From an optimization exercise on the open Yosys and OpenROAD flow, aimed at a short achievable clock period and few clock cycles; shortcuts taken in it are not production practice.
Only simulation tests tie the RTL to the original design; equivalence was not proved.
Power and IR drop assume default switching activity.

`design.v`:
```
module kgp_risc_multicycle_core #(
   parameter int          ADDR_W   = 10,
   parameter logic [31:0] RESET_PC = 32'h0
) (
   input  logic              i_clk,
   input  logic              i_rst,
   output logic              o_mem_req,
   output logic              o_mem_we,
   output logic [ADDR_W-1:0] o_mem_addr,
   output logic [31:0]       o_mem_wdata,
   input  logic [31:0]       i_mem_rdata,
   input  logic              i_mem_ack,
   input  logic              i_halt_req,
   output logic              o_halted,
   output logic              o_retire,
   output logic              o_illegal,
   output logic [31:0]       o_pc_out
);
   localparam int AW = ADDR_W;
   typedef enum logic [1:0] {S_RUN, S_DRAIN, S_HALT} state_t;
   state_t            r_st;
   logic              r_halted, r_retire, r_illegal;
   logic [31:0]       r_pc_out;
   logic              r_c;
   logic [31:0]       r_rf [32];    
   logic [31:0]       r_rfv;        
   logic [31:0]       r_rfz;        
   logic              r_req, r_we;
   logic [AW-1:0]     r_addr;
   logic [AW-1:0]     r_faddr;     
   logic [31:0]       r_wdata;
   logic              r_mv, r_mis, r_mld, r_mwe;
   logic [4:0]        r_mrt;
   logic [AW-1:0]     r_maddr;
   logic [31:0]       r_mwdata;
   logic [31:0]       r_ras, r_ras4;
   logic              r_r31ok;      
   logic [AW-1:0]     r_fras;
   logic [31:0]       r_h [8];
   logic [7:0]        r_run;
   logic [AW-1:0]     r_lastf;
   logic              r_lb;                
   logic [AW-1:0]     r_lbp, r_lbt, r_lbb;  
   logic [AW-1:0]     r_fnext;     
   logic              r_fdisc;     
   logic              r_irv, r_skv;
   logic [31:0]       r_ir, r_sk;
   logic [16:0]       r_ir1, r_sk1;   
   logic              r_irp, r_skp;   
   logic [31:0]       r_irsa, r_irsb, r_sksa, r_sksb;   
   logic [31:0]       r_dpc4;      
   logic              e_v;
   logic [31:0]       e_a, e_b, e_pnpc, e_alt, e_pnpc4, e_alt4;
   logic [4:0]        e_rs, e_rt, e_dst, e_sh;
   logic [AW+1:0]     e_off;
   logic              e_bfix, e_wr, e_wc, e_ld, e_st, e_ill, e_pred;
   logic              e_cb, e_br, e_rok, e_bz, e_bnz, e_bltz, e_bcy, e_bncy;
   logic              e_az;         
   logic              e_sadd, e_sand, e_sxor, e_sshl, e_sshr, e_ssra, e_spb;
   logic              e_cin;       
   logic              r_wbv;
   logic [4:0]        r_wbd;
   logic [31:0]       r_wbq;
   logic [32:0] e_sum;
   logic [31:0] e_res, e_npc;
   logic        e_taken, e_misp, e_mem;
   logic [33:0] e_sumx;
   assign e_sumx = {1'b0, e_a, e_cin} + {1'b0, e_b, e_cin};
   assign e_sum  = e_sumx[33:1];
   logic [31:0] e_sra, e_shl, e_shr;
   assign e_sra = $signed(e_a) >>> e_sh;
   assign e_shl = e_a << e_sh;
   assign e_shr = e_a >> e_sh;
   logic e_zsum, e_zf;
   assign e_zsum = ((e_a ^ e_b) == {e_a[30:0] | e_b[30:0], e_cin});
   assign e_zf   = (e_sadd & e_zsum) | (e_sand & ~|(e_a & e_b)) | (e_sxor & (e_a == e_b)) |
                   (e_sshl & ~|e_shl) | (e_sshr & ~|e_shr) | (e_ssra & ~|e_sra) | (e_spb & ~|e_b);
   always_comb begin
      e_res = '0;
      if (e_sadd) e_res = e_res | e_sum[31:0];
      if (e_sand) e_res = e_res | (e_a & e_b);
      if (e_sxor) e_res = e_res | (e_a ^ e_b);
      if (e_sshl) e_res = e_res | e_shl;
      if (e_sshr) e_res = e_res | e_shr;
      if (e_ssra) e_res = e_res | e_sra;
      if (e_spb)  e_res = e_res | e_b;
   end
   assign e_taken = (e_bz & e_az) | (e_bnz & ~e_az) | (e_bltz & e_a[31]) |
                    (e_bcy & r_c) | (e_bncy & ~r_c);
   assign e_misp  = (e_br & ~e_rok) | (e_cb & (e_taken != e_pred));
   assign e_npc   = e_br ? e_a : (e_cb & (e_taken != e_pred)) ? e_alt : e_pnpc;
   logic [31:0] e_a4, e_npc4;
   assign e_a4    = e_a + 32'd4;
   assign e_npc4  = e_br ? e_a4 : (e_cb & (e_taken != e_pred)) ? e_alt4 : e_pnpc4;
   assign e_mem   = e_ld | e_st;
   logic [AW+1:0] e_ea;
   assign e_ea = e_a[AW+1:0] + e_off;
   logic port_free, e_fire, stop, flush, issue_e, issue_m, m_wait, m_done, m_ldone, r_mdata;
   assign port_free = ~r_req | i_mem_ack;
   logic r_hz;      
   assign e_fire    = e_v & (~r_mv | (~e_mem & ~r_hz));
   assign stop      = e_fire & i_halt_req;
   assign flush     = e_fire & (e_misp | i_halt_req);
   assign m_wait    = r_mv & ~r_mis;                
   assign issue_e   = e_fire & e_mem & port_free;   
   assign issue_m   = m_wait & port_free;
   assign r_mdata   = r_mv & r_mis;
   assign m_done    = r_mdata & i_mem_ack;
   assign m_ldone   = m_done & r_mld;
   function automatic [31:0] add20(input [31:0] p, input [19:0] off);
      reg [20:0] lo;
      reg [11:0] hi;
      begin
         lo = {1'b0, p[19:0]} + {1'b0, off};
         hi = p[31:20];
         if (lo[20] & ~off[19]) hi = p[31:20] + 12'd1;
         else if (~lo[20] & off[19]) hi = p[31:20] - 12'd1;
         add20 = {hi, lo[19:0]};
      end
   endfunction
   logic [5:0]  d_op, d_fn;
   logic [4:0]  d_rs, d_rt, d_dst;
   logic [31:0] d_sext, d_pc4, d_jaddr, d_baddr, d_tgt, d_npc, d_ra, d_rb, d_a, d_b, d_bi;
   logic [31:0] d_pc8, d_jaddr4, d_baddr4, d_tgt4, d_npc4;
   logic        d_j, d_cb, d_ret, d_pred, d_r, d_ill, d_adv, byp_a, byp_b, d_bfix;
   assign d_op    = r_ir[31:26];
   assign d_rs    = r_ir[25:21];
   assign d_rt    = r_ir[20:16];
   assign d_fn    = r_ir[10:5];
   assign d_sext  = {{16{r_ir[15]}}, r_ir[15:0]};
   assign d_j     = (d_op == 6'd5) || (d_op == 6'd6);
   assign d_cb    = (d_op >= 6'd8) && (d_op <= 6'd12);
   assign d_ret   = (d_op == 6'd7) && (d_rs == 5'd31);
   assign d_pred  = r_irp;
   assign d_pc4   = r_dpc4;
   assign d_jaddr = {d_pc4[31:28], r_ir[25:0], 2'b00};
   assign d_baddr = add20(d_pc4, {d_sext[17:0], 2'b00});
   assign d_tgt   = d_j ? d_jaddr : d_ret ? r_ras : d_baddr;
   assign d_npc   = d_pred ? d_tgt : d_pc4;
   assign d_pc8    = d_pc4 + 32'd4;
   assign d_jaddr4 = d_jaddr + 32'd4;
   assign d_baddr4 = add20(d_pc4, {r_ir1[16], r_ir1, 2'b00});
   assign d_tgt4   = d_j ? d_jaddr4 : d_ret ? r_ras4 : d_baddr4;
   assign d_npc4   = d_pred ? d_tgt4 : d_pc8;
   assign d_r     = (d_op == 6'd0) && (d_fn <= 6'd6);
   assign d_ill   = ((d_op == 6'd0) && (d_fn > 6'd6)) || (d_op > 6'd12);
   assign d_dst   = (d_op == 6'd6) ? 5'd31 : d_rs;
   assign d_bfix  = (d_op == 6'd0) || (d_op == 6'd4);
   logic r_wba, r_wbb, r_bypa, r_bypb;
   logic d_wba, d_wbb;
   assign d_wba = r_wba;
   assign d_wbb = r_wbb;
   logic [31:0] d_rfa, d_rfb;
   always_comb begin
      d_rfa = '0;
      d_rfb = '0;
      for (int i = 0; i < 32; i++) begin
         d_rfa = d_rfa | ({32{r_irsa[i] & r_rfv[i]}} & r_rf[i]);
         d_rfb = d_rfb | ({32{r_irsb[i] & r_rfv[i]}} & r_rf[i]);
      end
   end
   assign d_ra = d_wba ? r_wbq : d_rfa;
   assign d_rb = d_wbb ? r_wbq : d_rfb;
   assign byp_a = r_bypa;
   assign byp_b = r_bypb;
   assign d_bi  = (d_op == 6'd1) ? d_sext : (d_op == 6'd2) ? -d_sext : (d_op == 6'd6) ? d_pc4 : d_rb;
   logic d_comp;
   assign d_comp = (d_op == 6'd0) && (d_fn == 6'd1);
   logic byp_la, byp_lb;
   assign byp_la = m_ldone & (r_mrt == d_rs);
   assign byp_lb = m_ldone & (r_mrt == d_rt) & d_bfix;
   assign d_a   = d_comp ? 32'd0 : byp_a ? e_res : byp_la ? i_mem_rdata : d_ra;
   logic d_az, d_w31;
   assign d_az  = byp_a ? e_zf : byp_la ? ~|i_mem_rdata :
                  d_wba ? ~|r_wbq : |(r_irsa & r_rfz);
   assign d_w31 = ((d_r | (d_op == 6'd1) | (d_op == 6'd2)) & (d_rs == 5'd31)) | (d_op == 6'd6) |
                  ((d_op == 6'd3) & (d_rt == 5'd31));
   assign d_b   = {32{d_comp}} ^ (byp_b ? e_res : byp_lb ? i_mem_rdata : d_bi);
   assign d_adv = r_irv & (~e_v | e_fire);
   logic [31:0] dn_word;
   logic [5:0]  dn_op;
   logic        dn_bfix, en_wr;
   logic [4:0]  en_dst;
   assign dn_word = (d_adv | ~r_irv) ? (r_skv ? r_sk : q_word) : r_ir;
   assign dn_op   = dn_word[31:26];
   assign dn_bfix = (dn_op == 6'd0) || (dn_op == 6'd4);
   assign en_wr   = ~flush & (d_adv ? d_wr : (e_v & ~e_fire & e_wr));
   assign en_dst  = d_adv ? d_dst : e_dst;
   logic       d_wr, hz_ld, hz_bfix, hz_wr;
   logic [4:0] hz_mrt, hz_rs, hz_rt, hz_dst;
   assign d_wr    = d_r | (d_op == 6'd1) | (d_op == 6'd2) | (d_op == 6'd6);
   assign hz_ld   = (e_fire & e_ld) | (r_mv & r_mld & ~m_done);
   assign hz_mrt  = (e_fire & e_ld) ? e_rt : r_mrt;
   assign hz_rs   = d_adv ? d_rs : e_rs;
   assign hz_rt   = d_adv ? d_rt : e_rt;
   assign hz_dst  = d_adv ? d_dst : e_dst;
   assign hz_bfix = d_adv ? d_bfix : e_bfix;
   assign hz_wr   = d_adv ? d_wr : e_wr;
   logic [5:0]    f_op;
   logic          f_j, f_ret, f_bt, fetch_done, fetch_in, can_fetch, issue_f;
   logic [AW-1:0] f_seq, f_pred, f_addr;
   logic [31:0]   f_sext;
   logic          f_room, f_take;
   assign f_op   = i_mem_rdata[31:26];
   assign f_sext = {{16{i_mem_rdata[15]}}, i_mem_rdata[15:0]};
   assign f_j    = (f_op == 6'd5) || (f_op == 6'd6);
   assign f_bt   = 1'b0;
   assign f_seq  = r_faddr + 1'b1;
   logic [AW:0]   f_bsum;
   logic [AW-1:0] f_btgt;
   assign f_bsum = {r_faddr, 1'b1} + {i_mem_rdata[AW-1:0], 1'b1};   
   assign f_btgt = f_bsum[AW:1];
   logic [16:0] f_i1;
   assign f_i1   = {i_mem_rdata[15], i_mem_rdata[15:0]} + 17'd1;
   assign f_ret  = (f_op == 6'd7) && (i_mem_rdata[25:21] == 5'd31);
   assign f_pred = f_j  ? i_mem_rdata[AW-1:0] :
                   f_ret ? r_fras : f_seq;
   assign fetch_done = r_req & ~r_mdata & i_mem_ack;
   assign fetch_in   = fetch_done & ~r_fdisc & ~flush;
   logic [AW-1:0] f_early, p_early, p_addr;
   assign f_early    = flush ? (e_misp ? (e_br ? e_a[AW+1:2] : e_alt[AW+1:2]) : e_pnpc[AW+1:2]) :
                       r_fnext;
   assign f_addr     = fetch_in ? f_pred : f_early;
   assign p_early    = issue_e ? e_ea[AW+1:2] : issue_m ? r_maddr : f_early;
   assign p_addr     = (fetch_in & ~issue_e & ~issue_m) ? f_pred : p_early;
   assign f_take     = fetch_done & ~r_fdisc;
   assign f_room     = r_skv ? (d_adv & ~f_take) : r_irv ? (d_adv | ~f_take) : 1'b1;
   assign can_fetch  = ((r_st == S_RUN) & ~stop) | ((r_st == S_HALT) & ~i_halt_req);
   logic          f_seqin, lb_enter, lb_in, q_in;
   logic [31:0]   lb_word, q_word;
   logic          q_ptk;
   logic [16:0]   q_i1;
   assign f_seqin  = (r_faddr == r_lastf + 1'b1);
   logic [7:0]    run_ge;          
   assign run_ge   = {r_run[6:0], 1'b1};
   assign lb_enter = f_take & (f_op >= 6'd8) & (f_op <= 6'd12) & (&i_mem_rdata[15:3]) &
                     f_seqin & run_ge[~i_mem_rdata[2:0]];
   assign lb_in    = r_lb & (~r_skv | d_adv);
   assign lb_word  = r_h[r_lbp[2:0]];
   assign q_in     = f_take | lb_in;
   assign q_word   = r_lb ? lb_word : i_mem_rdata;
   assign q_i1     = r_lb ? ({lb_word[15], lb_word[15:0]} + 17'd1) : f_i1;
   assign q_ptk    = r_lb ? (r_lbp == r_lbb) : (f_j | f_ret | lb_enter);
   logic [31:0]   q_sa, q_sb;
   assign q_sa     = 32'd1 << q_word[25:21];
   assign q_sb     = 32'd1 << q_word[20:16];
   assign issue_f    = can_fetch & port_free & ~(e_fire & e_mem) & ~m_wait &
                       (flush | (f_room & ~r_lb & ~lb_enter));
   always_ff @(posedge i_clk or posedge i_rst) begin
      if (i_rst) begin
         r_st      <= S_RUN;
         r_halted  <= 1'b0;
         r_retire  <= 1'b0;
         r_illegal <= 1'b0;
         r_pc_out  <= '0;
         r_c       <= 1'b0;
         r_rfv     <= '0;
         r_rfz     <= '1;
         r_r31ok   <= 1'b1;
         e_az      <= 1'b1;
         r_req     <= 1'b0;
         r_we      <= 1'b0;
         r_addr    <= '0;
         r_faddr   <= '0;
         r_wdata   <= '0;
         r_mv      <= 1'b0;
         r_mis     <= 1'b0;
         r_mld     <= 1'b0;
         r_mwe     <= 1'b0;
         r_mrt     <= '0;
         r_maddr   <= '0;
         r_mwdata  <= '0;
         r_fnext   <= RESET_PC[AW+1:2];
         r_ras     <= '0;
         r_ras4    <= '0;
         r_fras    <= '0;
         r_fdisc   <= 1'b0;
         r_run     <= '0;
         r_lastf   <= '0;
         r_lb      <= 1'b0;
         r_lbp     <= '0;
         r_lbt     <= '0;
         r_lbb     <= '0;
         r_irv     <= 1'b0;
         r_skv     <= 1'b0;
         r_ir      <= '0;
         r_sk      <= '0;
         r_ir1     <= '0;
         r_irp     <= 1'b0;
         r_irsa    <= 32'd1;
         r_irsb    <= 32'd1;
         r_sksa    <= 32'd1;
         r_sksb    <= 32'd1;
         r_skp     <= 1'b0;
         r_sk1     <= '0;
         r_dpc4    <= RESET_PC + 32'd4;
         e_v       <= 1'b0;
         r_hz      <= 1'b0;
         r_wba     <= 1'b0;
         r_wbb     <= 1'b0;
         r_bypa    <= 1'b0;
         r_bypb    <= 1'b0;
         e_a       <= '0;
         e_b       <= '0;
         e_pnpc    <= '0;
         e_alt     <= '0;
         e_pnpc4   <= '0;
         e_alt4    <= '0;
         e_rs      <= '0;
         e_rt      <= '0;
         e_dst     <= '0;
         e_sh      <= '0;
         e_off     <= '0;
         e_bfix    <= 1'b0;
         e_wr      <= 1'b0;
         e_wc      <= 1'b0;
         e_ld      <= 1'b0;
         e_st      <= 1'b0;
         e_ill     <= 1'b0;
         e_pred    <= 1'b0;
         e_cb      <= 1'b0;
         e_rok     <= 1'b0;
         e_br      <= 1'b0;
         e_bz      <= 1'b0;
         e_bnz     <= 1'b0;
         e_bltz    <= 1'b0;
         e_bcy     <= 1'b0;
         e_bncy    <= 1'b0;
         e_sadd    <= 1'b0;
         e_cin     <= 1'b0;
         r_wbv     <= 1'b0;
         r_wbd     <= '0;
         r_wbq     <= '0;
         e_sand    <= 1'b0;
         e_sxor    <= 1'b0;
         e_sshl    <= 1'b0;
         e_sshr    <= 1'b0;
         e_ssra    <= 1'b0;
         e_spb     <= 1'b0;
      end else begin
         r_retire  <= e_fire;
         r_illegal <= e_fire & e_ill;
         if (e_fire) r_pc_out <= e_npc;
         if (e_fire & e_wc) r_c <= e_sum[32];
         r_wbv <= e_fire & e_wr;
         if (e_fire & e_wr) begin
            r_wbd <= e_dst;
            r_wbq <= e_res;
         end
         if (r_wbv) begin
            r_rfv[r_wbd] <= 1'b1;
            r_rfz[r_wbd] <= ~|r_wbq;
         end
         if (m_ldone) begin
            r_rfv[r_mrt] <= 1'b1;
            r_rfz[r_mrt] <= ~|i_mem_rdata;
         end
         if (e_fire & e_mem) begin
            r_mv     <= 1'b1;
            r_mis    <= port_free;
            r_mld    <= e_ld;
            r_mwe    <= e_st;
            r_mrt    <= e_rt;
            r_maddr  <= e_ea[AW+1:2];
            r_mwdata <= e_b;
         end else if (issue_m) r_mis <= 1'b1;
         else if (m_done) begin
            r_mv  <= 1'b0;
            r_mis <= 1'b0;
         end
         if (issue_e | issue_m | issue_f) begin
            r_req  <= 1'b1;
            r_addr <= p_addr;
            if (issue_f) r_faddr <= p_addr;
         end else if (i_mem_ack) r_req <= 1'b0;
         if (issue_e) begin
            r_we    <= e_st;
            r_wdata <= e_b;
         end else if (issue_m) begin
            r_we    <= r_mwe;
            r_wdata <= r_mwdata;
         end else if (issue_f) r_we <= 1'b0;
         if (d_adv & (d_op == 6'd6)) begin
            r_ras  <= d_pc4;
            r_ras4 <= d_pc8;
         end
         if (flush) r_fras <= (d_adv & (d_op == 6'd6)) ? d_pc4[AW+1:2] : r_ras[AW+1:2];
         if (flush) r_r31ok <= r_r31ok & ~(d_adv & (d_op == 6'd6));
         else if (d_adv & d_w31) r_r31ok <= (d_op == 6'd6);
         else if (fetch_in & (f_op == 6'd6)) r_fras <= f_seq;
         if (!issue_f) r_fnext <= f_addr;
         if (flush & r_req & ~r_mdata & ~i_mem_ack) r_fdisc <= 1'b1;
         else if (fetch_done) r_fdisc <= 1'b0;
         if (flush) begin
            r_irv <= 1'b0;
            r_skv <= 1'b0;
         end else if (d_adv) begin
            r_irv <= r_skv | q_in;
            r_skv <= r_skv & q_in;
         end else begin
            r_irv <= r_irv | q_in;
            r_skv <= r_skv | (r_irv & q_in);
         end
         if (d_adv | ~r_irv) begin
            r_ir  <= r_skv ? r_sk : q_word;
            r_ir1 <= r_skv ? r_sk1 : q_i1;
            r_irp <= r_skv ? r_skp : q_ptk;
            r_irsa <= r_skv ? r_sksa : q_sa;
            r_irsb <= r_skv ? r_sksb : q_sb;
         end
         if (d_adv | ~r_skv) begin
            r_sk  <= q_word;
            r_sk1 <= q_i1;
            r_skp <= q_ptk;
            r_sksa <= q_sa;
            r_sksb <= q_sb;
         end
         if (flush) r_run <= '0;
         else if (f_take) begin
            r_lastf <= r_faddr;
            if (r_run[0] & f_seqin) r_run <= {r_run[6:0], 1'b1};
            else r_run <= 8'd1;
         end
         if (flush) r_lb <= 1'b0;
         else if (lb_enter) begin
            r_lb  <= 1'b1;
            r_lbp <= f_btgt;
            r_lbt <= f_btgt;
            r_lbb <= r_faddr;
         end else if (lb_in) r_lbp <= (r_lbp == r_lbb) ? r_lbt : r_lbp + 1'b1;
         if (flush) r_dpc4 <= e_misp ? (e_br ? e_a4 : e_alt4) : e_pnpc4;
         else if (d_adv) r_dpc4 <= d_npc4;
         r_hz <= hz_ld & ((hz_rs == hz_mrt) | (hz_bfix & (hz_rt == hz_mrt)) | (hz_wr & (hz_dst == hz_mrt)));
         r_wba  <= e_fire & e_wr & (e_dst == dn_word[25:21]);
         r_wbb  <= e_fire & e_wr & (e_dst == dn_word[20:16]);
         r_bypa <= en_wr & (en_dst == dn_word[25:21]);
         r_bypb <= en_wr & (en_dst == dn_word[20:16]) & dn_bfix;
         if (flush) e_v <= 1'b0;
         else if (d_adv) e_v <= 1'b1;
         else if (e_fire) e_v <= 1'b0;
         if (d_adv) begin
            e_a    <= d_a;
            e_b    <= d_b;
            e_pnpc <= d_npc;
            e_alt  <= d_pred ? d_pc4 : d_tgt;
            e_pnpc4 <= d_npc4;
            e_alt4  <= d_pred ? d_pc8 : d_tgt4;
            e_rs   <= d_rs;
            e_rt   <= d_rt;
            e_dst  <= d_dst;
            e_sh   <= r_ir[15:11];
            e_off  <= d_sext[AW+1:0];
            e_bfix <= d_bfix;
            e_wr   <= d_wr;
            e_wc   <= ((d_op == 6'd0) && (d_fn == 6'd0)) || (d_op == 6'd1);
            e_ld   <= (d_op == 6'd3);
            e_st   <= (d_op == 6'd4);
            e_ill  <= d_ill;
            e_pred <= d_pred;
            e_cb   <= d_cb;
            e_rok  <= d_ret & r_r31ok;
            e_az   <= d_az;
            e_br   <= (d_op == 6'd7);
            e_bz   <= (d_op == 6'd8);
            e_bnz  <= (d_op == 6'd9);
            e_bltz <= (d_op == 6'd10);
            e_bcy  <= (d_op == 6'd11);
            e_bncy <= (d_op == 6'd12);
            e_sadd <= ((d_op == 6'd0) && (d_fn <= 6'd1)) || (d_op == 6'd1);
            e_cin  <= d_comp;
            e_sand <= (d_op == 6'd0) && (d_fn == 6'd2);
            e_sxor <= (d_op == 6'd0) && (d_fn == 6'd3);
            e_sshl <= (d_op == 6'd0) && (d_fn == 6'd4);
            e_sshr <= (d_op == 6'd0) && (d_fn == 6'd5);
            e_ssra <= (d_op == 6'd0) && (d_fn == 6'd6);
            e_spb  <= (d_op == 6'd2) || (d_op == 6'd6);
         end else if (m_ldone & e_v) begin
            if ((e_rs == r_mrt) && !e_cin) begin
               e_a  <= i_mem_rdata;
               e_az <= ~|i_mem_rdata;
            end
            if (e_bfix && (e_rt == r_mrt)) e_b <= {32{e_cin}} ^ i_mem_rdata;
         end
         case (r_st)
            S_RUN: begin
               if (stop) begin
                  if (e_mem | r_mv | (r_req & ~i_mem_ack)) r_st <= S_DRAIN;
                  else begin
                     r_st     <= S_HALT;
                     r_halted <= 1'b1;
                  end
               end
            end
            S_DRAIN: begin
               if (port_free & ~m_wait) begin
                  if (i_halt_req) begin
                     r_st     <= S_HALT;
                     r_halted <= 1'b1;
                  end else r_st <= S_RUN;
               end
            end
            S_HALT: begin
               if (!i_halt_req) begin
                  r_st     <= S_RUN;
                  r_halted <= 1'b0;
               end
            end
            default: r_st <= S_RUN;
         endcase
      end
   end
   always_ff @(posedge i_clk) begin
      if (f_take) r_h[r_faddr[2:0]] <= i_mem_rdata;
   end
   always_ff @(posedge i_clk) begin
      if (r_wbv) r_rf[r_wbd] <= r_wbq;
      if (m_ldone) r_rf[r_mrt] <= i_mem_rdata;
   end
   assign o_mem_req   = r_req;
   assign o_mem_we    = r_we;
   assign o_mem_addr  = r_addr;
   assign o_mem_wdata = r_wdata;
   assign o_halted    = r_halted;
   assign o_retire    = r_retire;
   assign o_illegal   = r_illegal;
   assign o_pc_out    = r_pc_out;
endmodule
```
`run.sh`:
```
#!/bin/bash
# synth_recipe.tcl (not shown) runs the flow's synth.tcl, then flattens the netlist and writes it again
# the make line also repeats each setting of config.mk as NAME=value (left out here)
make -C /OpenROAD-flow-scripts/flow DESIGN_CONFIG=/design/flow/config.mk WORK_HOME=/design/flow/orfs CLKGATE_MAP_FILE= SYNTH_SCRIPT=/design/flow/synth_recipe.tcl finish
```
`config.mk`:
```
export PLATFORM = sky130hd
export DESIGN_NAME = kgp_risc_multicycle_core
export DESIGN_NICKNAME = kgp_risc_multicycle_core
export VERILOG_FILES = /design/flow/design.v
export SDC_FILE = /design/flow/constraint.sdc
export NUM_CORES = 4
export LEC_CHECK = 0
export ABC_CLOCK_PERIOD_IN_PS = 2500
export CAP_MARGIN = 20
export CORE_MARGIN = 2
export CORE_UTILIZATION = 25
export SETUP_SLACK_MARGIN = 3.5
export SLEW_MARGIN = 20
```
`constraint.sdc`:
```
create_clock -name core_clock -period 6.0 [get_ports {i_clk}]
set_input_delay 1.2000 -clock core_clock [delete_from_list [all_inputs] [get_ports {i_clk}]]
set_output_delay 1.2000 -clock core_clock [all_outputs]
set_load 0.01 [all_outputs]
```
==> impl_metrics.csv, run 1 <==
group,metric,value,unit
detailed_routing,drc,0,
floorplan,die_y,706,µm
detailed_routing,antenna_left,0,
floorplan,rows,257,
cts,numCtsBuffers,233,
sta,slew_headroom,0.0395,
synthesis,syn_area_per_cell,10.7,µm²
detailed_routing,drtIter0Drc,26400,
global_routing,grt_max_degree,139,
setup_path,worstSetupStartpointType,"register",
detailed_routing,vias,124000,
status,status,"timing/DRC/antenna clean",
synthesis,synthArstFlopShare,0.410,
placement,hpwl,441000,µm
detailed_routing,dr.pass1.iters,15,
synthesis,synth.yosys.seq_area_share,0.492,
synthesis,synthAdderAreaFrac,0.0145,
finish,final_common_cell,"edfxtp_1",
cts,cts.sinks,2168,
synthesis,syn_nets,11800,
synthesis,synth_area,123000,µm²
setup_path,critPathKind,"reg2reg",
setup_path,crit_fanout,18,
setup_path,critical_path_buf_inv_count,1,
finish,drive_gt1_frac,0.416,
synthesis,synth_top_family_by_area,"compound AO/OA/AOI/OAI gates",
finish,final_cell_mix,"edfxtp_1 (1280), mux2_2 (1063), nand2_1 (1033)",
setup_path,cp.arrival,4.54,ns
sta,skew,0.0949,ns
synthesis,synth_edf_count,1280,
floorplan,chipWidth,706,µm
floorplan,initial_core_util,0.251,
cts,cts_tree,"yes",
sta,whs,0.467,ns
cts,cts_root_buf,"clkbuf_16",
pwr,irDropWorstVdd,0.261,mV
setup_path,crit_path_cell_trace,"and2_4 > buf_8 > a222oi_1 > a221o_1 > a21oi_1 > a211oi_1 > a21oi_2 > xor2_1 > a21oi_1",
synthesis,synthFlopType,"edfxtp_1",
detailed_routing,routed_wl,731000,µm
floorplan,dieArea,499000,µm²
synthesis,yosys.area_share.simple,0.109,
detailed_routing,wl_per_cell,37.9,µm
pwr,cellLeakagePower,0.0635,µW
global_routing,grt_pass1_wl,948000,µm
cts,htree_levels,4,
job,maxCapViolations,0,
sta,final_period_minus_worst_setup_slack,3.69,ns
placement,gp_congestion,1.05,
sta,drv_slew,0,
floorplan,fp.coreArea,491000,µm²
global_routing,overflow,0,
sta,rsz0062_at_grt,"true",
sta,finalHoldViolCount,0,
setup_path,r2r_slack,2.31,ns
synthesis,ys_ff_latch,2168,
finish,fin_area,167000,µm²
synthesis,synth_cell_types,97,
setup_path,path_delay_family,"compound AO/OA/AOI/OAI gates",
placement,placed_area,134000,µm²
sta,max_freq,0.271,GHz
setup_path,slowest_stage,"a222oi_1",
global_routing,antenna_found_initial,61,
worst_hold_path,holdCritPathClass,"reg2reg",
finish,fin_nets,12700,
synthesis,muxShareOfSynthArea,0.143,
cts,hold_buffers,0,
global_routing,grt_pass1_vias,110000,
setup_path,worstSetupEndpointType,"register",
cts,path_clk_slew,0.06,ns
floorplan,io_pins,115,
pwr,p_per_area,416,nW/µm²
synthesis,yosysWarnings,1,
pwr,power,69400,µW
detailed_routing,viasPerCell,6.43,
global_routing,track_usage,0.269,
synthesis,synth-compound-area-share,0.173,
setup_path,crit_path_max_incr_delay,1.24,ns
synthesis,syn_inst,11600,
sta,worstMarginPinSlew,1.44,ns
cts,insertion_delay,1.00,ns
setup_path,cp_common_cell,"a21oi_1",
sta,min_period_over_period,0.616,
finish,area_growth,35.4,%
setup_path,cp.required,6.85,ns
cts,clockBufferDepth,4,
placement,port_buffers,114,
synthesis,synth-xor-area-share,0.0245,
sta,setup_violations,0,
-- final timing paths --
path | startpoint | to | depth (start not counted)
max reg2reg | r_rfv[5]$_DFF_PP0_ | e_b[20]$_DFFE_PP0P_ | 9
min reg2reg | r_sk[13]$_DFFE_PP0N_ | r_sk[13]$_DFFE_PP0N_ | 2
max | r_rfv[5]$_DFF_PP0_ | e_b[20]$_DFFE_PP0P_ | 9
max in group asynchronous | i_rst | r_lbp[0]$_DFFE_PP0P_ | 3
min in group asynchronous | i_rst | r_pc_out[4]$_DFFE_PP0P_ | 2
min | r_sk[13]$_DFFE_PP0N_ | r_sk[13]$_DFFE_PP0N_ | 2
-- sequential cells by signal, indices dropped and copies added, names as in the netlist, 32 cells and up --
register,flops
r_rf,1024
r_h,256
e_a,32
e_alt,32
e_b,32
e_pnpc,32
r_dpc4,32
r_ir,32
r_irsa,32
r_irsb,32
r_mwdata,32
r_pc_out,32
r_ras,32
r_rfv,32
r_rfz,32
r_sk,32
r_sksa,32
r_sksb,32
r_wbq,32
r_wdata,32
-- cells by family (layout without fill, tap and decap cells) --
family,after synthesis,in the layout
compound gates,3137,3138
simple gates,2959,2980
flops,2168,2168
mux,1465,1465
buf+inv,1362,2513
xor+xnor,345,345
fa+ha+maj,141,141
other cells,0,44
-- where the power goes --
part           internal, µW  switching, µW
combinational         13800          19000
sequential            18500           2660
clock                  8700           6760
total                 40900          28500
-- through the flow --
step	setup slack (ns)	setup TNS, ns	util	cells
global placement	0.772	0	0.272	17600
floorplan	-7.38	-6417.51	-	11600
finish	2.31	0	0.340	19300
detailed placement	0.800	0	0.273	17600
global route	2.27	0	0.340	19200
CTS	2.46	0	0.321	18800
-- synthesized netlist by cell type, types with 21 or more instances --
master | count | share of area
o31ai_1 | 57 | 0.0035
o21a_1 | 24 | 0.0015
o22ai_1 | 118 | 0.0060
nor2_1 | 651 | 0.020
edfxtp_1 | 1280 | 0.31
clkbuf_1 | 1006 | 0.031
nor2b_1 | 40 | 0.0020
and3_1 | 56 | 0.0028
dfstp_2 | 39 | 0.0083
o221ai_1 | 24 | 0.0017
or3_1 | 60 | 0.0030
xnor2_1 | 181 | 0.013
a22oi_1 | 430 | 0.026
mux2_2 | 1103 | 0.10
mux4_2 | 99 | 0.018
inv_1 | 178 | 0.0054
a221o_1 | 21 | 0.0017
nand2_1 | 1187 | 0.036
or2_2 | 25 | 0.0013
xor2_1 | 164 | 0.012
a21o_1 | 52 | 0.0032
nand4_1 | 159 | 0.0081
o211ai_1 | 83 | 0.0051
a21oi_1 | 570 | 0.023
a211o_1 | 26 | 0.0018
nand2b_1 | 36 | 0.0018
buf_1 | 98 | 0.0030
nor3_1 | 178 | 0.0072
nand3_1 | 306 | 0.012
o21ai_0 | 723 | 0.029
dfrtp_1 | 849 | 0.17
mux4_1 | 23 | 0.0049
nor4_1 | 89 | 0.0045
and2_1 | 90 | 0.0046
buf_2 | 52 | 0.0021
a222oi_1 | 90 | 0.0073
a22o_1 | 267 | 0.019
mux2i_1 | 239 | 0.019
ha_1 | 137 | 0.014
a31oi_1 | 63 | 0.0032
a221oi_1 | 293 | 0.021
a211oi_1 | 124 | 0.0075
-- metal layers --
layer | GRT usage | wire length, µm | vias up
met3 | 0.135 | 124000 | 4003
met5 | 0.0236 | 3000 | -
met2 | 0.367 | 281000 | 12700
li1 | - | - | 46000
met4 | 0.188 | 71700 | 72
met1 | 0.326 | 251000 | 61100
-- worst reg2reg max path: cells and delay by family (launching register included) --
kind	cells	cell delay [ns]
AOI/OAI and AO/OA	6	2.31
xor gates and xnor gates	1	0.17
buffers and inverters	1	0.31
DFF	1	0.47
and+or+nand+nor	1	0.35
-- layout make-up --
class / count / area [µm²]
inverter: 184 / 773
timing repair buffer: 1907 / 21100
antenna: 44 / 110
tap: 6475 / 8100
multi-input combinational: 8069 / 68200
timing repair inverter: 1 / 7.51
clock buffer: 285 / 6290
clock inverter: 136 / 1500
sequential: 2168 / 60900
fill: 48200 / 324000
-- what timing repair did --
item | 4_1_cts | 5_1_grt
setup buffers | 735 | 401
cloned | 61 | 33
pin swaps | 545 | 649
setup endpoints to repair | 3177 | 1183
gates resized for setup | 2579 | 1294
Testbench counts, summed over its fixed seeds: cycles 36,477.
==> run 2, diff against run 1 <==
--- a/design.v
+++ b/design.v
@@ -67,22 +67,22 @@
    logic [33:0] e_sumx;
    assign e_sumx = {1'b0, e_a, e_cin} + {1'b0, e_b, e_cin};
    assign e_sum  = e_sumx[33:1];
-   logic [31:0] e_sra, e_shl, e_shr;
-   assign e_sra = $signed(e_a) >>> e_sh;
-   assign e_shl = e_a << e_sh;
-   assign e_shr = e_a >> e_sh;
+   logic [31:0] e_shl, e_shr;
+   logic [32:0] e_shrx;
+   assign e_shl  = e_a << e_sh;
+   assign e_shrx = $signed({e_ssra & e_a[31], e_a}) >>> e_sh;    
+   assign e_shr  = e_shrx[31:0];
    logic e_zsum, e_zf;
    assign e_zsum = ((e_a ^ e_b) == {e_a[30:0] | e_b[30:0], e_cin});
    assign e_zf   = (e_sadd & e_zsum) | (e_sand & ~|(e_a & e_b)) | (e_sxor & (e_a == e_b)) |
-                   (e_sshl & ~|e_shl) | (e_sshr & ~|e_shr) | (e_ssra & ~|e_sra) | (e_spb & ~|e_b);
+                   (e_sshl & ~|e_shl) | ((e_sshr | e_ssra) & ~|e_shr) | (e_spb & ~|e_b);
    always_comb begin
       e_res = '0;
       if (e_sadd) e_res = e_res | e_sum[31:0];
       if (e_sand) e_res = e_res | (e_a & e_b);
       if (e_sxor) e_res = e_res | (e_a ^ e_b);
       if (e_sshl) e_res = e_res | e_shl;
-      if (e_sshr) e_res = e_res | e_shr;
-      if (e_ssra) e_res = e_res | e_sra;
+      if (e_sshr | e_ssra) e_res = e_res | e_shr;
       if (e_spb)  e_res = e_res | e_b;
    end
    assign e_taken = (e_bz & e_az) | (e_bnz & ~e_az) | (e_bltz & e_a[31]) |
@@ -107,17 +107,6 @@
    assign r_mdata   = r_mv & r_mis;
    assign m_done    = r_mdata & i_mem_ack;
    assign m_ldone   = m_done & r_mld;
-   function automatic [31:0] add20(input [31:0] p, input [19:0] off);
-      reg [20:0] lo;
-      reg [11:0] hi;
-      begin
-         lo = {1'b0, p[19:0]} + {1'b0, off};
-         hi = p[31:20];
-         if (lo[20] & ~off[19]) hi = p[31:20] + 12'd1;
-         else if (~lo[20] & off[19]) hi = p[31:20] - 12'd1;
-         add20 = {hi, lo[19:0]};
-      end
-   endfunction
    logic [5:0]  d_op, d_fn;
    logic [4:0]  d_rs, d_rt, d_dst;
    logic [31:0] d_sext, d_pc4, d_jaddr, d_baddr, d_tgt, d_npc, d_ra, d_rb, d_a, d_b, d_bi;
@@ -134,12 +123,12 @@
    assign d_pred  = r_irp;
    assign d_pc4   = r_dpc4;
    assign d_jaddr = {d_pc4[31:28], r_ir[25:0], 2'b00};
-   assign d_baddr = add20(d_pc4, {d_sext[17:0], 2'b00});
+   assign d_baddr = d_pc4 + {d_sext[29:0], 2'b00};
    assign d_tgt   = d_j ? d_jaddr : d_ret ? r_ras : d_baddr;
    assign d_npc   = d_pred ? d_tgt : d_pc4;
    assign d_pc8    = d_pc4 + 32'd4;
    assign d_jaddr4 = d_jaddr + 32'd4;
-   assign d_baddr4 = add20(d_pc4, {r_ir1[16], r_ir1, 2'b00});
+   assign d_baddr4 = d_pc4 + {{13{r_ir1[16]}}, r_ir1, 2'b00};
    assign d_tgt4   = d_j ? d_jaddr4 : d_ret ? r_ras4 : d_baddr4;
    assign d_npc4   = d_pred ? d_tgt4 : d_pc8;
    assign d_r     = (d_op == 6'd0) && (d_fn <= 6'd6);
==> impl_metrics.csv, run 2 <==
group,metric,value,unit
sta,setup_violations,0,
cts,clockBufferDepth,4,
sta,drv_slew,0,
status,status,"timing/DRC/antenna clean",
synthesis,synth.area.top_cells,"edfxtp_1 (31%), dfrtp_1 (17%), mux2_2 (9.6%), nand2_1 (4.0%), a22oi_1 (3.3%)",
setup_path,crit_fanout,9,
placement,gp_congestion,1.05,
detailed_routing,routed_wl,754000,µm
finish,final_cell_mix,"edfxtp_1 (1280), nand2_1 (1192), mux2_2 (1025)",
synthesis,synth_area,124000,µm²
placement,dp_slack,0.934,ns
detailed_routing,wl_met2,288000,µm
global_routing,track_usage,0.280,
finish,fin_nets,13000,
cts,htree_levels,4,
finish,fin_area,168000,µm²
detailed_routing,wirelength_met1,257000,µm
pwr,cellLeakagePower,0.0646,µW
detailed_routing,highest_layer,"met5",
detailed_routing,antenna_left,0,
detailed_routing,route.met3.wl,129000,µm
sta,worst_slack,2.32,ns
sta,rsz0062_at_grt,"true",
setup_path,critPathKind,"reg2reg",
pwr,pwr-share-clk,0.227,
sta,max_freq,0.271,GHz
cts,hold_buffers,0,
floorplan,chipWidth,709,µm
synthesis,synthArstFlopShare,0.410,
job,maxCapViolations,0,
synthesis,syn_inst,11900,
detailed_routing,wl_per_cell,38.2,µm
pwr,irDropWorstVdd,0.309,mV
setup_path,cp.required,6.80,ns
worst_hold_path,holdCritPathClass,"reg2reg",
setup_path,path_delay_family,"compound AO/OA/AOI/OAI gates",
synthesis,synth_edf_count,1280,
floorplan,fp.coreArea,494000,µm²
floorplan,die_y,709,µm
pwr,p_seq_frac,0.304,
synthesis,syn_nets,12100,
floorplan,dieArea,503000,µm²
synthesis,synth_commonest_cells,"nand2_1 (1326), edfxtp_1 (1280), mux2_2 (1056), clkbuf_1 (1023), dfrtp_1 (849)",
synthesis,syn_area_per_cell,10.5,µm²
global_routing,grt_pass1_vias,114000,
setup_path,cp_common_cell,"buf_4",
sta,final_period_minus_worst_setup_slack,3.68,ns
detailed_routing,drtIter0Drc,27300,
finish,drive_gt1_frac,0.399,
cts,path_clk_slew,0.06,ns
floorplan,io_pins,115,
synthesis,ys_ff_latch,2168,
global_routing,antenna_found_initial,93,
synthesis,yosysWarnings,1,
finish,area_growth,35.4,%
setup_path,cp.arrival,4.48,ns
setup_path,crit_path_max_incr_delay,0.85,ns
finish,num-fill-cells,48600,
floorplan,initial_core_util,0.251,
setup_path,r2r_slack,2.32,ns
sta,worstMarginPinSlew,1.23,ns
sta,finalHoldViolCount,0,
synthesis,synthFlopType,"edfxtp_1",
sta,skew,0.137,ns
detailed_routing,vias,127000,
synthesis,synth_cell_types,95,
finish,final_common_cell,"edfxtp_1",
pwr,p_per_area,406,nW/µm²
cts,cts_tree,"yes",
pwr,pwr-share-comb,0.469,
synthesis,synth_top_cell_by_area,"edfxtp_1",
placement,hpwl,457000,µm
finish,regMostFlops,"r_rf",
cts,insertion_delay,1.04,ns
synthesis,yosys.area.top_type_share,0.309,
setup_path,critical_path_buf_inv_count,3,
pwr,power,68300,µW
cts,cts_root_buf,"clkbuf_16",
placement,placed_area,135000,µm²
detailed_routing,dr.pass1.iters,17,
floorplan,rows,258,
sta,slew_headroom,0.180,
pwr,switchingPower,28100,µW
detailed_routing,viasPerCell,6.43,
global_routing,grt_pass1_wl,987000,µm
pwr,netSwitchingFraction,0.410,
placement,port_buffers,114,
setup_path,worstSetupStartpointType,"register",
cts,cts.sinks,2168,
global_routing,overflow,0,
setup_path,worstSetupEndpointType,"register",
setup_path,slowest_stage,"a222oi_1",
global_routing,grt_max_degree,143,
synthesis,synth.yosys.seq_area_share,0.489,
cts,numCtsBuffers,234,
detailed_routing,drc,0,
sta,whs,0.469,ns
pwr,p_int,40300,µW
synthesis,synth_most_common_cell,"nand2_1",
sta,min_period_over_period,0.614,
setup_path,crit_path_cell_trace,"buf_4 > and2_4 > buf_4 > buf_6 > a222oi_1 > nand3_2 > o211ai_1 > a21o_1 > a22oi_1 > a31oi_1 > xnor2_1 > o21ai_0",
finish,largest_reg_flops,1024,
finish,post-route-util,0.340,
[run 2: changes by cell type after synthesis, moves of 37 or more]
cell,delta
a221oi_1,-75
a22o_1,-73
a22oi_1,+118
and3_1,+58
mux2_2,-47
mux2i_1,-38
nand2_1,+139
nand3_1,+38
nor3_1,-37
o21ai_0,+60
xnor2_1,+45
xor2_1,-47
[run 2: cell type report]
cell class                 count  area [µm²]  area share
multi-input combinational   8355       69200       0.411
sequential                  2168       61000       0.362
timing repair buffer        1894       21000       0.125
tap                         6630        8300      0.0493
clock buffer                 293        6350      0.0377
clock inverter               133        1470     0.00872
inverter                     180         758     0.00451
antenna                      104         260     0.00155
[run 2: layer usage]
metal	vias to the layer above	track usage
li1	47000	-
met1	62700	0.330
met2	13000	0.380
met3	4288	0.151
met4	87	0.198
met5	-	0.0466
[run 2: timing repair]
item | 4_1_cts | 5_1_grt
buffers inserted | 879 | 259
resized for setup | 2986 | 886
endpoints found under the setup margin | 3199 | 1351
gates cloned | 53 | 26
pin swaps | 745 | 521
hold endpoints to repair | 0 | 0
[run 2: cells by family after synthesis]
kind of cell,Yosys count,share of synthesized area
fa+ha+maj,161,0.0165
mux,1393,0.136
buf+inv,1361,0.0421
flops,2168,0.489
xor+xnor,343,0.0242
compound gates,3237,0.175
simple gates,3194,0.118
[run 2: worst paths after layout]
check,start,end,cells after the start
worst max-delay path,r_rfv[26]$_DFF_PP0_,e_b[28]$_DFFE_PP0P_,12
worst min-delay path,r_sk1[1]$_DFFE_PP0N_,r_sk1[1]$_DFFE_PP0N_,2
worst max register to register,r_rfv[26]$_DFF_PP0_,e_b[28]$_DFFE_PP0P_,12
worst min register to register,r_sk1[1]$_DFFE_PP0N_,r_sk1[1]$_DFFE_PP0N_,2
max in group asynchronous,i_rst,r_ir1[16]$_DFFE_PP0N_,4
min in group asynchronous,i_rst,r_ras[17]$_DFFE_PP0P_,2
[run 2: worst reg2reg max path: cells and delay by family, from the launching register on]
family / cells / cell delay [ns]
xor+xnor: 1 / 0.14
compound gates: 6 / 1.78
flops: 1 / 0.36
buf+inv: 3 / 0.53
simple gates: 2 / 0.72
[run 2: power by group through the flow]
stage	Clock, µW	Combinational (µW)	Sequential [µW]
final	15500	32100	20800
after CTS	15400	28400	20500
after global routing	16000	32900	20800
after detailed placement	0	21900	20900
after global placement	0	21800	20900
after floorplan	0	13800	19700
[run 2: per-stage QoR]
stage | cells | TNS, ns
after floorplan | 11900 | -6417.51
after global placement | 18000 | 0
after detailed placement | 18000 | 0
after CTS | 19400 | 0
after global routing | 19700 | 0
final | 19800 | 0
Testbench counts of run 2, summed over its fixed seeds: cycles 36,477.
==> run 3, diff against run 2 <==
--- a/config.mk
+++ b/config.mk
@@ -8,6 +8,6 @@
 export ABC_CLOCK_PERIOD_IN_PS = 2500
 export CAP_MARGIN = 20
 export CORE_MARGIN = 2
-export CORE_UTILIZATION = 25
+export CORE_UTILIZATION = 40
 export SETUP_SLACK_MARGIN = 3.5
 export SLEW_MARGIN = 20
==> impl_metrics.csv, run 3 <==
group,metric,value,unit
sta,whs,0.474,ns
finish,regMostFlops,"r_rf",
synthesis,yosysWarnings,1,
synthesis,synthArstFlopShare,0.410,
pwr,pwr-share-clk,0.237,
floorplan,rows,204,
synthesis,yosys.area.top_type_share,0.309,
setup_path,cp.arrival,4.33,ns
floorplan,die_y,561,µm
cts,numCtsBuffers,267,
placement,gp_congestion,1.08,
setup_path,cp.required,6.82,ns
finish,multi_input_area,70600,µm²
global_routing,grt_max_degree,161,
detailed_routing,viasPerCell,7.45,
cts,hold_buffers,0,
setup_path,worstSetupStartpointType,"register",
detailed_routing,vias,131000,
cts,cts_root_buf,"clkbuf_16",
finish,fin_area,171000,µm²
synthesis,syn_area_per_cell,10.5,µm²
status,status,"timing/DRC/antenna clean",
finish,num-fill-cells,25900,
global_routing,track_usage,0.494,
sta,rsz0062_at_grt,"true",
setup_path,crit_fanout,6,
placement,placed_area,132000,µm²
sta,skew,0.0874,ns
detailed_routing,wl_per_cell,47.0,µm
setup_path,critical_path_buf_inv_count,2,
placement,hpwl,485000,µm
pwr,pwr-share-comb,0.470,
global_routing,overflow,0,
cts,cts.sinks,2168,
sta,drv_slew,0,
floorplan,fp.coreArea,309000,µm²
cts,path_clk_slew,0.06,ns
sta,setup-tns-final,0,ns
floorplan,initial_core_util,0.402,
finish,final_common_cell,"edfxtp_1",
finish,post-route-util,0.554,
synthesis,synth.area.top_cells,"edfxtp_1 (31%), dfrtp_1 (17%), mux2_2 (9.6%), nand2_1 (4.0%), a22oi_1 (3.3%)",
setup_path,cp_num_cells,12,
detailed_routing,routed_wl,826000,µm
sta,setup_violations,0,
finish,fin_nets,13300,
synthesis,synth_commonest_cells,"nand2_1 (1326), edfxtp_1 (1280), mux2_2 (1056), clkbuf_1 (1023), dfrtp_1 (849)",
cts,cts_tree,"yes",
global_routing,grt_pass1_wl,1060000,µm
finish,drive_gt1_frac,0.427,
synthesis,synth_area,124000,µm²
job,maxCapViolations,0,
finish,area_growth,37.7,%
synthesis,synth_cell_types,95,
cts,insertion_delay,0.98,ns
pwr,p_per_area,416,nW/µm²
pwr,irDropWorstVdd,0.319,mV
synthesis,synth_top_cell_by_area,"edfxtp_1",
setup_path,crit_path_max_incr_delay,0.72,ns
detailed_routing,drtIter0Drc,26100,
pwr,p_seq_frac,0.293,
setup_path,crit_path_cell_trace,"buf_8 > and2_4 > buf_4 > a2111oi_2 > nand3_1 > nor4_4 > a221o_1 > a21oi_1 > a211o_1 > o21ai_4 > xnor2_2 > a21oi_1",
synthesis,syn_nets,12100,
setup_path,critPathKind,"reg2reg",
sta,worstMarginPinSlew,1.41,ns
synthesis,synth_edf_count,1280,
finish,seqCellArea,61000,µm²
sta,finalHoldViolCount,0,
sta,max_freq,0.285,GHz
setup_path,worstSetupEndpointType,"register",
placement,port_buffers,114,
setup_path,reg2reg_depth,12,
detailed_routing,drc,0,
sta,min_period_over_period,0.584,
pwr,cellLeakagePower,0.0673,µW
pwr,switchingPower,29100,µW
finish,largest_reg_flops,1024,
detailed_routing,dr.pass1.iters,14,
finish,final_cell_mix,"edfxtp_1 (1280), nand2_1 (1163), buf_4 (1139)",
pwr,p_int,42000,µW
sta,slew_headroom,0.0570,
global_routing,antenna_found_initial,100,
detailed_routing,antenna_left,0,
worst_hold_path,holdCritPathClass,"reg2reg",
worst_hold_path,holdPathStages,2,
synthesis,synthFlopType,"edfxtp_1",
setup_path,cp_common_cell,"a21oi_1",
floorplan,dieArea,315000,µm²
cts,htree_levels,5,
floorplan,chipWidth,561,µm
setup_path,slowest_stage,"nor4_4",
cts,clockBufferDepth,4,
synthesis,syn_inst,11900,
pwr,netSwitchingFraction,0.409,
floorplan,io_pins,115,
synthesis,synth_most_common_cell,"nand2_1",
global_routing,grt_pass1_vias,118000,
sta,final_period_minus_worst_setup_slack,3.50,ns
synthesis,synth.yosys.seq_area_share,0.489,
synthesis,ys_ff_latch,2168,
setup_path,path_delay_family,"compound AO/OA/AOI/OAI gates",
## run 3: final timing paths
path	start	end	slack, ns
setup / recovery	r_rfv[24]$_DFF_PP0_	e_b[16]$_DFFE_PP0P_	2.50
hold / removal	r_sk[13]$_DFFE_PP0N_	r_sk[13]$_DFFE_PP0N_	0.47
setup reg to reg	r_rfv[24]$_DFF_PP0_	e_b[16]$_DFFE_PP0P_	2.50
hold reg to reg	r_sk[13]$_DFFE_PP0N_	r_sk[13]$_DFFE_PP0N_	0.47
max in group asynchronous	i_rst	r_irsb[31]$_DFFE_PP0N_	3.70
min in group asynchronous	i_rst	r_ir[15]$_DFFE_PP0N_	1.06
## run 3: repair_timing
action                     4_1_cts  5_1_grt
setup endpoints to repair     3191     1693
pin swaps                      707      664
cloned                          70       29
gates resized for setup       2969     1275
setup buffers                  931      420
## run 3: per-layer routing
metal / track usage / wire length (µm)
met1: 0.573 / 273000
met2: 0.683 / 325000
met3: 0.231 / 130000
met4: 0.421 / 95600
met5: 0.0372 / 1820
## run 3: final cells by class
class | instances | share of cell area
antenna | 101 | 0.00148
clock buffer | 342 | 0.0428
clock inverter | 134 | 0.00813
inverter | 180 | 0.00453
multi-input combinational | 8349 | 0.412
sequential | 2168 | 0.357
tap | 4120 | 0.0301
timing repair buffer | 2179 | 0.144
timing repair inverter | 1 | 0.0000293
## run 3: cells by family after synthesis
| family | Yosys count | share of synthesized area |
|---|---|---|
| mux | 1393 | 0.136 |
| xor+xnor | 343 | 0.0242 |
| compound gates | 3237 | 0.175 |
| buf+inv | 1361 | 0.0421 |
| fa+ha+maj | 161 | 0.0165 |
| flops | 2168 | 0.489 |
| simple gates | 3194 | 0.118 |
## run 3: power groups by stage
stage | Clock (µW) | Sequential [µW] | Combinational [µW]
finish | 16900 | 20800 | 33400
global route | 17300 | 20900 | 34300
CTS | 16700 | 20700 | 28700
detailed placement | 0 | 21000 | 21700
global placement | 0 | 21000 | 21500
floorplan | 0 | 19700 | 13800
## run 3: worst register-to-register path: cells and delay by family, from the launching register on
kind / cells / cell delay (ns)
AO/OA/AOI/OAI: 6 / 1.38
XOR/XNOR: 1 / 0.14
buffers and inverters: 2 / 0.34
flip-flops: 1 / 0.38
AND/OR/NAND/NOR: 3 / 1.19
## run 3: stage by stage
step	setup WS, ns	std cells	total power (µW)
floorplan	-7.38	11900	33500
global placement	0.552	15500	42400
detailed placement	1.00	15500	42700
CTS	2.72	17000	66100
global route	2.62	17500	72500
finish	2.50	17600	71100

## static timing again, ports no longer ideal
How much do the figures lean on ideal ports? The routed layouts below were timed once more, with nothing changed but the port constraints. Step 1 assumes that a clkbuf_16 drives the clock port and a buf_2 every other input. Step 2 also shifts input and output timing later by t, the mid clock arrival at the registers, as if the neighbouring blocks saw the same clock. a / b / c = ideal / step 1 / step 2; a / b = the first two.
run	t (ns)	setup slack, ns	worst hold slack (ns)
run 1	1.075	2.305 / 2.305 / 2.003	0.467 / 0.467 / 0.467
run 2	1.099	2.315 / 2.315 / 1.730	0.469 / 0.469 / 0.469
run 3	1.047	2.497 / 2.497 / 1.762	0.474 / 0.474 / 0.474
After both steps every run listed still meets setup and hold. For run 3, which loses most, drivers alone change the setup slack by 0.000 ns; drivers and shift together by -0.735 ns.
